This design comes from an exercise in tuning for small area, a short achievable clock period and few clock cycles per item on the open sky130 flow, not from production work. Function was checked by simulation only, so behaviour that the tests miss may differ from the original. Power figures rest on the tool's default switching activity, not on a simulated workload.

### design/flow/config.mk
export PLATFORM = sky130hd
export DESIGN_NAME = dual_window_average_balance
export DESIGN_NICKNAME = dual_window_average_balance
export VERILOG_FILES = /design/flow/design.v
export SDC_FILE = /design/flow/constraint.sdc
export NUM_CORES = 4
export LEC_CHECK = 0
export CAP_MARGIN = 20
export CORE_MARGIN = 2
export CORE_UTILIZATION = 40
export SLEW_MARGIN = 20
### design/flow/constraint.sdc
create_clock -name core_clock -period 6.0 [get_ports {clk}]
set_input_delay 1.2000 -clock core_clock [delete_from_list [all_inputs] [get_ports {clk}]]
set_output_delay 1.2000 -clock core_clock [all_outputs]
set_load 0.01 [all_outputs]
### design/flow/design.v
package dwab_pkg;
    localparam int CFG_BITS       = 7;
    localparam int CFG_INDEX_BITS = 1;
    localparam logic [CFG_BITS-1:0] LONG_WINDOW_RESET  = 7'd42;
    localparam logic [CFG_BITS-1:0] SHORT_WINDOW_RESET = 7'd7;
endpackage
import dwab_pkg::*;
module dwab_back #(
    parameter int STAGES = 6,
    parameter int ITERS  = 2
) (
    input  logic        clk,
    input  logic        rst_n,
    input  logic        en,
    input  logic        valid_c,
    input  logic [17:0] lsum,
    input  logic [17:0] ssum,
    input  logic [6:0]  ld,
    input  logic [6:0]  sd,
    output logic        busy,
    output logic        res_valid,
    output logic [12:0] res
);
    function automatic logic [17:0] div_step(input logic [17:0] w, input logic [6:0] d);
        logic [6:0] t;
        logic [7:0] diff;
        logic       ge;
        t    = w[17:11];
        diff = {1'b0, t} - {1'b0, d};
        ge   = !diff[7];
        div_step = {ge ? diff[5:0] : t[5:0], w[10:0], ge};
    endfunction
    logic [17:0]     wl [STAGES];
    logic [17:0]     ws [STAGES];
    logic [17:0]     nl [STAGES];
    logic [17:0]     ns [STAGES];
    logic [STAGES-1:0] vd;
    always_comb
    begin
        for (int j = 0; j < STAGES; j++)
        begin
            if (j == 0)
            begin
                nl[j] = lsum;
                ns[j] = ssum;
            end
            else
            begin
                nl[j] = wl[j-1];
                ns[j] = ws[j-1];
            end
            for (int i = 0; i < ITERS; i++)
            begin
                nl[j] = div_step(nl[j], ld);
                ns[j] = div_step(ns[j], sd);
            end
        end
    end
    always_ff @(posedge clk or negedge rst_n)
    begin
        if (!rst_n)
            vd <= '0;
        else if (en)
            vd <= {vd[STAGES-2:0], valid_c};
    end
    always_ff @(posedge clk)
    begin
        if (en)
        begin
            for (int j = 0; j < STAGES; j++)
            begin
                wl[j] <= nl[j];
                ws[j] <= ns[j];
            end
        end
    end
    logic [5:0]         rl, rs;
    logic [11:0]        ql, qs;
    logic [11:0]        u_r, v_r;
    logic signed [13:0] dq_r1, dq_r2;
    logic               vr1, vr2;
    logic [12:0]        den;
    logic signed [15:0] g2, t1, t2;
    logic               c1, c1s, c2, c2s, dpos, dneg, inc_r, dec_r;
    assign rl = wl[STAGES-1][17:12];
    assign ql = wl[STAGES-1][11:0];
    assign rs = ws[STAGES-1][17:12];
    assign qs = ws[STAGES-1][11:0];
    assign g2   = $signed({3'b000, u_r, 1'b0}) - $signed({3'b000, v_r, 1'b0});
    assign t1   = g2 - $signed({3'b000, den});
    assign t2   = g2 + $signed({3'b000, den});
    assign c1   = !t1[15];
    assign c1s  = !t1[15] && (t1 != 16'sd0);
    assign c2   = t2[15] || (t2 == 16'sd0);
    assign c2s  = t2[15];
    assign dpos = !dq_r1[13] && (dq_r1 != 14'sd0);
    assign dneg = dq_r1[13];
    always_ff @(posedge clk or negedge rst_n)
    begin
        if (!rst_n)
        begin
            vr1 <= 1'b0;
            vr2 <= 1'b0;
        end
        else if (en)
        begin
            vr1 <= vd[STAGES-1];
            vr2 <= vr1;
        end
    end
    always_ff @(posedge clk)
    begin
        den <= 13'(ld * sd);     
        if (en)
        begin
            u_r   <= 12'({6'd0, rl} * {5'd0, sd});
            v_r   <= 12'({6'd0, rs} * {5'd0, ld});
            dq_r1 <= $signed({2'b00, ql}) - $signed({2'b00, qs});
            dq_r2 <= dq_r1;
            inc_r <= dneg ? c1s : c1;
            dec_r <= dpos ? c2s : c2;
        end
    end
    assign res       = 13'(dq_r2 + (inc_r ? 14'sd1 : dec_r ? -14'sd1 : 14'sd0));
    assign res_valid = vr2;
    assign busy      = valid_c | (|vd) | vr1 | vr2;
endmodule
import dwab_pkg::*;
module dual_window_average_balance (
    input  logic                                clk,
    input  logic                                rst_n,
    input  logic                                in_valid,
    output logic                                in_ready,
    input  logic [11:0]                         in_sample,
    input  logic                                in_last,
    output logic                                out_valid,
    input  logic                                out_ready,
    output logic [12:0]                         out_balance,
    input  logic                                cfg_wen,
    input  logic [dwab_pkg::CFG_INDEX_BITS-1:0] cfg_index,
    input  logic [dwab_pkg::CFG_BITS-1:0]       cfg_data
);
    localparam int DEPTH = 64;
    logic [6:0] long_window_reg, short_window_reg;
    logic [6:0] long_c, short_c, st;
    logic [5:0] lt1, st1;                
    logic       cfg_wen_d;
    function automatic logic [6:0] clamp_len(input logic [6:0] v);
        if (v == 7'd0)
            clamp_len = 7'd1;
        else if (v > 7'd64)
            clamp_len = 7'd64;
        else
            clamp_len = v;
    endfunction
    assign long_c  = clamp_len(long_window_reg);
    assign short_c = clamp_len(short_window_reg);
    assign st      = (short_c > long_c) ? long_c : short_c;
    always_ff @(posedge clk or negedge rst_n)
    begin
        if (!rst_n)
        begin
            long_window_reg  <= LONG_WINDOW_RESET;
            short_window_reg <= SHORT_WINDOW_RESET;
            lt1              <= 6'(LONG_WINDOW_RESET - 7'd1);
            st1              <= 6'(SHORT_WINDOW_RESET - 7'd1);
            cfg_wen_d        <= 1'b0;
        end
        else
        begin
            if (cfg_wen)
            begin
                if (cfg_index == 1'b0)
                    long_window_reg <= cfg_data;
                else
                    short_window_reg <= cfg_data;
            end
            lt1       <= 6'(long_c - 7'd1);
            st1       <= 6'(st - 7'd1);
            cfg_wen_d <= cfg_wen;
        end
    end
    logic        in_ready_reg;
    logic        valid_a, last_a;
    logic [11:0] x_a;
    logic [11:0] hist [DEPTH];
    logic [6:0]  vc;             
    logic [6:0]  fill;           
    logic [5:0]  lm1, sm1;
    logic        pre_l, pre_s;
    logic [6:0]  ld, sd;         
    logic [5:0]  ld1, sd1;
    logic        en;             
    logic        issue, adj;
    logic [11:0] rd_l, rd_s, h_l, h_s;
    logic [6:0]  fill_inc;
    logic        emit;
    logic [1:0]  op_l, op_s;     
    logic [5:0]  lm1_n, sm1_n;
    logic        pre_l_n, pre_s_n;
    assign issue = en && valid_a;
    assign adj   = en && !valid_a;
    assign rd_l = hist[lm1];
    assign rd_s = hist[sm1];
    assign h_l  = ({1'b0, lm1} < vc) ? rd_l : 12'd0;
    assign h_s  = ({1'b0, sm1} < vc) ? rd_s : 12'd0;
    assign fill_inc = (fill < 7'd64) ? fill + 7'd1 : fill;
    assign emit     = (fill_inc > {1'b0, lm1});
    function automatic logic [8:0] adjust(input logic [5:0] m1, input logic pre,
                                          input logic [5:0] t1);
        logic [1:0] op;
        logic       p;
        logic [5:0] m;
        op = 2'd0;
        p  = pre;
        m  = m1;
        if (!pre)
        begin
            if (t1 > m1)
            begin
                m = m1 + 6'd1;
                p = 1'b1;
            end
            else if (t1 < m1)
            begin
                op = 2'd3;
                m  = m1 - 6'd1;
            end
        end
        else
        begin
            if (t1 >= m1)
            begin
                op = 2'd2;
                if (t1 == m1)
                    p = 1'b0;
                else
                    m = m1 + 6'd1;
            end
            else
            begin
                m = m1 - 6'd1;
                p = 1'b0;
            end
        end
        adjust = {op, p, m};
    endfunction
    always_comb
    begin
        op_l    = 2'd0;
        op_s    = 2'd0;
        lm1_n   = lm1;
        sm1_n   = sm1;
        pre_l_n = pre_l;
        pre_s_n = pre_s;
        if (issue)
        begin
            op_l = 2'd1;
            op_s = 2'd1;
        end
        else if (adj)
        begin
            {op_l, pre_l_n, lm1_n} = adjust(lm1, pre_l, lt1);
            {op_s, pre_s_n, sm1_n} = adjust(sm1, pre_s, st1);
        end
    end
    logic [1:0]  op_l_b, op_s_b;
    logic [11:0] x_b, h_l_b, h_s_b;
    logic        valid_b;
    logic [17:0] lsum, ssum;
    logic        valid_c;
    logic [17:0] a_l, b_l, a_s, b_s;
    always_comb
    begin
        a_l = (op_l_b == 2'd1) ? 18'(x_b) : (op_l_b == 2'd2) ? 18'(h_l_b) : 18'd0;
        b_l = (op_l_b == 2'd1 || op_l_b == 2'd3) ? 18'(h_l_b) : 18'd0;
        a_s = (op_s_b == 2'd1) ? 18'(x_b) : (op_s_b == 2'd2) ? 18'(h_s_b) : 18'd0;
        b_s = (op_s_b == 2'd1 || op_s_b == 2'd3) ? 18'(h_s_b) : 18'd0;
    end
    always_ff @(posedge clk or negedge rst_n)
    begin
        if (!rst_n)
        begin
            valid_a <= 1'b0;
            vc      <= '0;
            fill    <= '0;
            lm1     <= 6'(LONG_WINDOW_RESET - 7'd1);
            sm1     <= 6'(SHORT_WINDOW_RESET - 7'd1);
            pre_l   <= 1'b0;
            pre_s   <= 1'b0;
            op_l_b  <= 2'd0;
            op_s_b  <= 2'd0;
            valid_b <= 1'b0;
            lsum    <= '0;
            ssum    <= '0;
            valid_c <= 1'b0;
        end
        else
        begin
            valid_a <= (in_valid && in_ready_reg) || (valid_a && !en);
            if (en)
            begin
                if (issue)
                begin
                    vc   <= (vc < 7'd64) ? vc + 7'd1 : vc;
                    fill <= last_a ? 7'd0 : fill_inc;
                end
                lm1     <= lm1_n;
                sm1     <= sm1_n;
                pre_l   <= pre_l_n;
                pre_s   <= pre_s_n;
                op_l_b  <= op_l;
                op_s_b  <= op_s;
                valid_b <= issue && emit;
                lsum    <= lsum + a_l - b_l;
                ssum    <= ssum + a_s - b_s;
                valid_c <= valid_b;
            end
        end
    end
    always_ff @(posedge clk)
    begin
        if (in_ready_reg)
        begin
            x_a    <= in_sample;
            last_a <= in_last;
        end
        if (issue)
        begin
            hist[0] <= x_a;
            for (int k = 1; k < DEPTH; k++)
                hist[k] <= hist[k-1];
        end
        if (en)
        begin
            x_b   <= x_a;
            h_l_b <= h_l;
            h_s_b <= h_s;
        end
    end
    logic        pipe_busy;
    logic        res_valid;
    logic [12:0] res;
    dwab_back u_back (
        .clk       (clk),
        .rst_n     (rst_n),
        .en        (en),
        .valid_c   (valid_c),
        .lsum      (lsum),
        .ssum      (ssum),
        .ld        (ld),
        .sd        (sd),
        .busy      (pipe_busy),
        .res_valid (res_valid),
        .res       (res)
    );
    logic        valid_o, valid_s;
    logic [12:0] data_o, data_s;
    logic        load_o, valid_s_next, sync;
    assign en          = !valid_s;
    assign load_o      = out_ready || !valid_o;
    assign out_valid   = valid_o;
    assign out_balance = data_o;
    assign in_ready    = in_ready_reg;
    assign valid_s_next = valid_s ? !out_ready : (valid_o && !out_ready && res_valid);
    assign sync = !pre_l && !pre_s && (lm1 == lt1) && (sm1 == st1) && (ld1 == lm1)
               && (sd1 == sm1);
    always_ff @(posedge clk or negedge rst_n)
    begin
        if (!rst_n)
        begin
            in_ready_reg <= 1'b0;
            valid_o      <= 1'b0;
            valid_s      <= 1'b0;
            ld           <= LONG_WINDOW_RESET;
            sd           <= SHORT_WINDOW_RESET;
            ld1          <= 6'(LONG_WINDOW_RESET - 7'd1);
            sd1          <= 6'(SHORT_WINDOW_RESET - 7'd1);
        end
        else
        begin
            valid_s <= valid_s_next;
            if (load_o)
                valid_o <= valid_s || res_valid;
            if (!pipe_busy && !valid_b)
            begin
                ld  <= {1'b0, lm1} + 7'd1;
                sd  <= {1'b0, sm1} + 7'd1;
                ld1 <= lm1;
                sd1 <= sm1;
            end
            in_ready_reg <= !valid_s_next && !cfg_wen && !cfg_wen_d && sync;
        end
    end
    always_ff @(posedge clk)
    begin
        if (load_o)
            data_o <= valid_s ? data_s : res;
        if (!valid_s && !load_o)
            data_s <= res;
    end
endmodule
### design/flow/run.sh
#!/bin/bash
# synth_recipe.tcl (not shown) runs the flow's synth.tcl, then flattens the netlist and writes it again
# the make line also repeats each setting of config.mk as NAME=value (left out here)
make -C /OpenROAD-flow-scripts/flow DESIGN_CONFIG=/design/flow/config.mk WORK_HOME=/design/flow/orfs CLKGATE_MAP_FILE= SYNTH_SCRIPT=/design/flow/synth_recipe.tcl finish
==> impl_metrics.ini, run 1 <==
[timing]
worst_slew_pin_slew_ps = 1413
drv_slew = 0
fin_setup_tns_ps = 0
setup_viol = 0
period_needed_ps = 5353
fin_skew_ps = 37.72
rsz0062_at_grt = no
min_period_over_period_pct = 89.22
slew_headroom_pct = 5.474
hold_violations = 0
fmax_mhz = 186.8

[global_route]
grt_pass1_wl_mm = 370.9
grt_antenna_before_repair = 30
grt-ovfl-total = 0
grt_max_degree = 143
track_usage_pct = 31.38
grt_pass1_vias = 48256

[place]
dp.final_hpwl_mm = 177.0
port_buffers = 40
place_congestion = 1.030

[die]
rows = 149
pin_count = 41
die_h_um = 410.5
initial_core_util_pct = 40.19
die_w_um = 410.5
dieArea_um2 = 168500
core-area_um2 = 164400

[outcome]
status = complete, no violations

[power_and_ir_drop]
power.density_nw_per_um2 = 693.2
switching_share_pct = 41.81
ir_drop_v = 0.0005750
power_frac_clock_pct = 17.0
total_power_mw = 51.94
p_int_mw = 30.23
seqPwrFrac_pct = 26.1
power_switching_mw = 21.72
comb_power_share_pct = 56.9
p_leak_nw = 28.29

[route]
drt_iter0_markers = 9069
drtAntennaViolNets = 0
vias_per_cell = 6.538
dr.pass1.iters = 11
totalWireLength_mm = 268.3
drc = 0
wl_per_cell_um = 34.11
vias = 51439

[layout]
max_flop_register = hist
largest_registers = hist (768), u_back.wl (108), u_back.ws (108)
nets = 6048
largest_reg_flops = 768
drive_gt1_share_pct = 12.02
syn_to_final_growth_pct = 13.38

[yosys]
synth-simple-area-share_pct = 9.038
ys_warn_count = 7
syn-num-nets = 5888
synth.top_cells.by_area = edfxtp_1 (50%), a22oi_1 (8.0%), ha_1 (7.3%), dfrtp_1 (4.1%), fa_1 (3.5%)
yosysTopAreaCell = edfxtp_1
ys_seq_area_share_pct = 56.04
ys_ff_latch = 1259
synth_top_area_share_pct = 50.48
netlist_instances = 5363
synth_edf_count = 1111
synth_compound_area_share_pct = 14.56
synth_top_family_by_area = compound AO/OA/AOI/OAI gates
synthArstFlopShare_pct = 10.72
ys_top_cells_by_count = edfxtp_1 (1111), a22oi_1 (707), nand2_1 (409), ha_1 (384), inv_1 (348)
synth_xor_area_share_pct = 2.995
synthDistinctLibCells = 84
synthMuxAreaShare_pct = 3.188
synthAdderAreaFrac_pct = 10.77
yosys.cell_count.top_type = edfxtp_1
ys.flop_type = edfxtp_1
syn-cell-area_um2 = 66090
syn_avg_cell_area_um2 = 12.32

[worst_hold_path]
hold_class = flop to flop
hp-start = u_back.ws[4][0]$_DFFE_PN_
min_path_cells = 0

[clocking]
cts_max_path_buffers = 3
clk_pin_slew_ps = 60
postCtsHoldBufs = 0
clock_sinks = 1259
post_cts_buffers = 0
numCtsBuffers = 143
cts_tree = yes
cts_max_level = 4
root_buffer = clkbuf_16
clkLatencyLatePin_ps = 810

[worst_setup_path]
max_stage_delay_ps = 550
critPathKind = flop to flop
rr_startpoint = ld[1]$_DFFE_PN1P_
worstPathCellList = clkinvlp_4 -> ha_1 -> a21o_1 -> a21o_1 -> a21o_1 -> a21o_1 -> a31oi_2 -> mux2_2 -> inv_1 -> ha_1 -> nor2b_1 -> o21ai_0 -> a21boi_0 -> o21ai_0 -> nand2b_1 -> a21o_1 -> a21o_1 -> mux2_2
endpoint_kind = flop
crit_path_frequent_cell = a21o_1
critPathRequiredTime_ps = 6520
startpoint_type = flop
path_delay_family = compound AO/OA/AOI/OAI gates
cp_num_buf_inv = 2
worst_r2r_path_depth = 18
crit_fanout = 22
slowest_stage = dfstp_2
cp-startpoint = ld[1]$_DFFE_PN1P_
cp.arrival_ps = 5880
crit_cells = 18

[job]
cap_violations = 0
stage by stage:
stage / worst slack, ps / cell area [um2] / cells / hold WS, ps / util, %
after floorplan: -6567 / 66110 / 5363 / 400.3 / -
after global placement: 751.0 / 70120 / 7566 / 401.4 / 42.65
after detailed placement: 613.6 / 70130 / 7566 / 404.5 / 42.65
after CTS: 592.2 / 74800 / 7828 / 416.6 / 45.49
after global routing: 231.6 / 74840 / 7831 / 416.8 / 45.51
final: 647.0 / 74930 / 7868 / 416.2 / 45.57
kinds of logic (layout without fill, tap and decap cells):
kind of cell,Yosys count,after routing
AO/OA/AOI/OAI,1351,1351
XOR/XNOR,226,226
adder cells (fa/ha/maj),500,500
buffers and inverters,584,861
flip-flops,1259,1259
multiplexers,192,192
other,0,39
AND/OR/NAND/NOR,1251,1251
path summary, 6_finish.rpt:
path	end	slack, ps
worst max-delay path	u_back.wl[5][14]$_DFFE_PN_	650
worst min-delay path	u_back.ws[5][2]$_DFFE_PN_	420
worst max register to register	u_back.wl[5][14]$_DFFE_PN_	650
worst min register to register	u_back.ws[5][2]$_DFFE_PN_	420
max in group asynchronous	ssum[10]$_DFFE_PN0N_	4550
min in group asynchronous	long_window_reg[2]$_DFFE_PN0P_	430
power by group through the flow:
stage	combinational (mW)	clock (mW)	sequential (mW)
after floorplan	22.0	0	13.1
after global placement	28.4	0	13.7
after detailed placement	29.0	0	13.7
after CTS	29.2	8.92	13.6
after global routing	32.9	9.27	13.7
final	29.6	8.82	13.5
layer usage:
metal  GRT usage [%]  wire, um
met4           19.26     21680
met1           37.44     95560
met2           45.66    113100
met5          0.9770       283
met3           14.70     37690
what timing repair did:
item / in CTS / in global routing
setup endpoints to repair: 0 / 23
hold endpoints to repair: 0 / 0
gates resized for setup: 0 / 1
area by class of cell:
| type | count | area, um2 |
|---|---|---|
| Tap cell | 2189 | 2739 |
| Fill cell | 14817 | 89500 |
| Clock inverter | 83 | 775.7 |
| Timing Repair Buffer | 245 | 2061 |
| Clock buffer | 179 | 3891 |
| Antenna cell | 39 | 97.59 |
| Sequential cell | 1259 | 37040 |
| Inverter | 354 | 1344 |
| Multi-Input combinational cell | 3520 | 26980 |
cell usage in the layout, fill, tap and decap left out, types with 36 or more instances in the layout:
cell type,count
and2_1,80
mux2i_1,44
mux2_2,148
o21ai_0,147
nor4_1,61
xor2_1,77
inv_1,345
edfxtp_1,1111
nor2_1,272
a21o_1,133
ha_1,384
buf_4,195
a21oi_1,144
nand2b_1,36
fa_1,115
nand4_1,90
diode_2,39
dfrtp_1,107
nand3_1,74
xnor2_1,149
clkbuf_16,149
a22oi_1,707
clkdlybuf4s50_1,39
nor3_1,62
nor2b_1,46
nand2_1,408
Testbench counts, summed over its fixed seeds: cycles 22,324, samples 19,200.
==> run 2: changes to the inputs <==
--- a/design/flow/config.mk
+++ b/design/flow/config.mk
@@ -5,7 +5,9 @@
 export SDC_FILE = /design/flow/constraint.sdc
 export NUM_CORES = 4
 export LEC_CHECK = 0
+export ABC_CLOCK_PERIOD_IN_PS = 2500
 export CAP_MARGIN = 20
 export CORE_MARGIN = 2
 export CORE_UTILIZATION = 40
+export SETUP_SLACK_MARGIN = 3.2
 export SLEW_MARGIN = 20
==> impl_metrics.ini, run 2 <==
[layout]
stdcell_area_um2 = 86310
largest_reg_flops = 768
layout_commonest_cell = edfxtp_1
drive_gt1_share_pct = 30.42
final_cells = 8468
post-route-util_pct = 52.49
max_flop_register = hist
fill_cells = 13836
syn_to_final_growth_pct = 30.60
layout_common_cells = edfxtp_1 (1111), a22oi_1 (645), buf_4 (498)
nets = 6654
largest_registers = hist (768), u_back.wl (108), u_back.ws (108)

[place]
placedCellCount = 7558
placed_cell_area_um2 = 70170
place_congestion = 1.009
port_buffers = 40
dp.final_hpwl_mm = 179.5
pre_cts_ws_ps = 722.9

[route]
vias_per_cell = 6.500
wl_met3_mm = 40.07
drtAntennaViolNets = 0
drt_iter0_markers = 8556
wl_per_cell_um = 35.23
wl_met2_mm = 125.5
totalWireLength_mm = 298.3
vias = 55044
dr.pass1.iters = 13
drt-met1-wl_mm = 105.8
drc = 0
dr.max_layer_used = met5

[worst_setup_path]
worst_r2r_path_depth = 20
reg2reg_slack_ps = 1700
crit_fanout = 7
crit_path_frequent_cell = a21o_1
rr_startpoint = sd[1]$_DFFE_PN1P_
cp-startpoint = sd[1]$_DFFE_PN1P_
endpoint = u_back.ws[2][17]$_DFFE_PN_
endpoint_kind = flop
r2r-end = u_back.ws[2][17]$_DFFE_PN_
max_stage_delay_ps = 580
critPathRequiredTime_ps = 6550
slowest_stage = dfstp_2
startpoint_type = flop
cp.arrival_ps = 4860
worstPathCellList = clkinvlp_4 -> buf_12 -> buf_6 -> ha_4 -> a21o_1 -> a21o_1 -> a21o_1 -> a21o_1 -> a31oi_4 -> mux2_4 -> inv_2 -> ha_4 -> nor2b_4 -> o21ai_2 -> a21boi_2 -> o21ai_1 -> nand2b_1 -> a21o_1 -> a21o_4 -> mux2_4
critPathKind = flop to flop

[worst_hold_path]
hold_class = input pin to async pin

[yosys]
synth.top_cells.by_area = edfxtp_1 (50%), a22oi_1 (8.0%), ha_1 (7.3%), dfrtp_1 (4.1%), fa_1 (3.5%)
syn-num-nets = 5888
synth_edf_count = 1111
syn_avg_cell_area_um2 = 12.32
ys_warn_count = 7
synth_top_area_share_pct = 50.48
yosys.cell_count.top_type = edfxtp_1
syn-cell-area_um2 = 66090
yosysTopAreaCell = edfxtp_1
synthMuxAreaShare_pct = 3.188
synthArstFlopShare_pct = 10.72
ys.flop_type = edfxtp_1
synthDistinctLibCells = 84
synthAdderAreaFrac_pct = 10.77
ys_seq_area_share_pct = 56.04
synth-simple-area-share_pct = 9.038
synth_xor_area_share_pct = 2.995
netlist_instances = 5363
synth_compound_area_share_pct = 14.56
ys_top_cells_by_count = edfxtp_1 (1111), a22oi_1 (707), nand2_1 (409), ha_1 (384), inv_1 (348)
ys_ff_latch = 1259
synth_top_family_by_area = compound AO/OA/AOI/OAI gates

[clocking]
cts_max_path_buffers = 3
clk_pin_slew_ps = 60
cts_max_level = 4
postCtsHoldBufs = 0
clkLatencyLatePin_ps = 810
root_buffer = clkbuf_16
cts_tree = yes
numCtsBuffers = 142
clock_sinks = 1259

[power_and_ir_drop]
ir_drop_v = 0.0007414
p_leak_nw = 32.74
power.density_nw_per_um2 = 788.1

[timing]
fin_skew_ps = 62.49
fin_setup_tns_ps = 0
worst_slew_pin_slew_ps = 1174
fin_ws_ps = 1697
rsz0062_at_grt = yes
period_needed_ps = 4303
hold_violations = 0
fmax_mhz = 232.4
slew_headroom_pct = 21.58
drv_slew = 0
setup_viol = 0
min_period_over_period_pct = 71.71

[die]
die_h_um = 410.5
initial_core_util_pct = 40.19
die_w_um = 410.5
pin_count = 41
rows = 149
core-area_um2 = 164400
dieArea_um2 = 168500

[global_route]
track_usage_pct = 34.31
grt_pass1_vias = 51846
grt_antenna_before_repair = 26
grt-ovfl-total = 0
grt_max_degree = 153
grt_pass1_wl_mm = 403.5

[job]
cap_violations = 0

[outcome]
status = complete, no violations
run 2: cell count changes in the layout (fill, tap and decap cells not counted), sizes merged, moves of 11 or more:
cell	delta
buf	+593
clkbuf	+11
clkdlybuf4s50	-15
clkinv	+12
dlygate4sd2	+15
inv	-15
run 2: how the worst min path moves through the flow:
stage | startpoint | end | slack (ps)
floorplan | u_back.wl[0][8]$_DFFE_PN_ | u_back.wl[1][10]$_DFFE_PN_ | 400
global placement | u_back.wl[4][8]$_DFFE_PN_ | u_back.wl[5][10]$_DFFE_PN_ | 400
detailed placement | u_back.wl[0][2]$_DFFE_PN_ | u_back.wl[1][4]$_DFFE_PN_ | 400
CTS | u_back.wl[0][6]$_DFFE_PN_ | u_back.wl[1][8]$_DFFE_PN_ | 390
global route | u_back.wl[0][6]$_DFFE_PN_ | u_back.wl[1][8]$_DFFE_PN_ | 410
finish | rst_n | short_window_reg[3]$_DFFE_PN0P_ | 390
run 2: report_power, final:
part | total (mW) | internal, mW | switching, mW | leakage (nW)
Combinational | 45.7 | 23.1 | 22.6 | 18.9
Clock | 8.78 | 4.96 | 3.82 | 2.25
Sequential | 13.5 | 12.4 | 1.11 | 11.6
run 2: critical path: cells and delay by family (launching register included):
kind                       cells  cell delay, ps
and+or+nand+nor                2             210
AOI/OAI and AO/OA             10            1770
adders and majority gates      2             410
DFF                            1             580
muxes                          2             640
buffers and inverters          4             480
run 2: kinds of logic after synthesis:
kind of cell    Yosys count
fa+ha+maj               500
compound gates         1351
xor+xnor                226
simple gates           1251
flops                  1259
mux                     192
buf+inv                 584
run 2: final cells by class:
| type | count | area, um2 | area share, % |
|---|---|---|---|
| Sequential cell | 1259 | 37090 | 42.97 |
| Multi-Input combinational cell | 3520 | 31470 | 36.46 |
| Timing Repair Buffer | 851 | 8909 | 10.32 |
| Clock buffer | 178 | 3750 | 4.345 |
| Tap cell | 2189 | 2739 | 3.173 |
| Inverter | 354 | 1410 | 1.634 |
| Clock inverter | 80 | 854.6 | 0.9901 |
| Antenna cell | 36 | 90.09 | 0.1044 |
| Timing Repair inverter | 1 | 5.005 | 0.005799 |
run 2: what timing repair did:
item                                    in CTS  in global routing
gates cloned                                 5                  4
endpoints found under the hold margin        0                  0
gates resized for setup                    956                394
endpoints found under the setup margin     821                553
pin swaps                                  340                303
buffers inserted                           422                185
run 2: routing by layer:
metal / track usage [%] / vias up
met4: 22.45 / 26
met2: 49.93 / 4473
li1: - / 21926
met5: 1.638 / -
met3: 15.11 / 1512
met1: 40.97 / 27107
run 2: per-stage QoR:
| step | hold slack (ps) | power (mW) |
|---|---|---|
| finish | 393.3 | 68.02 |
| floorplan | 400.3 | 35.30 |
| detailed placement | 404.5 | 43.12 |
| global route | 412.3 | 72.00 |
| CTS | 393.9 | 63.08 |
| global placement | 400.8 | 42.52 |

## re-timing with driven ports
In the flow no input, the clock included, has a driving cell. The finished layouts below were timed again as built, in two steps. Step 1 sets driving cells, clkbuf_16 on the clock port and buf_2 on the other inputs (assumed; they add their load-dependent delay and slew). Step 2, shift: input delay + t, output delay - t, t = (earliest + latest rising clock arrival at the registers) / 2. This alone moves slack from input paths to output paths. Slacks: ideal ports / drivers / drivers and shift; pairs: ideal ports / drivers.
run | t (ns) | setup WS [ns] | slew at the worst register clock pin (ns)
run 1 | 0.865 | 0.647 / 0.647 / 0.647 | 0.07 / 0.07
run 2 | 0.863 | 1.697 / 1.697 / 1.697 | 0.07 / 0.07
After both steps every run listed still meets setup and hold.
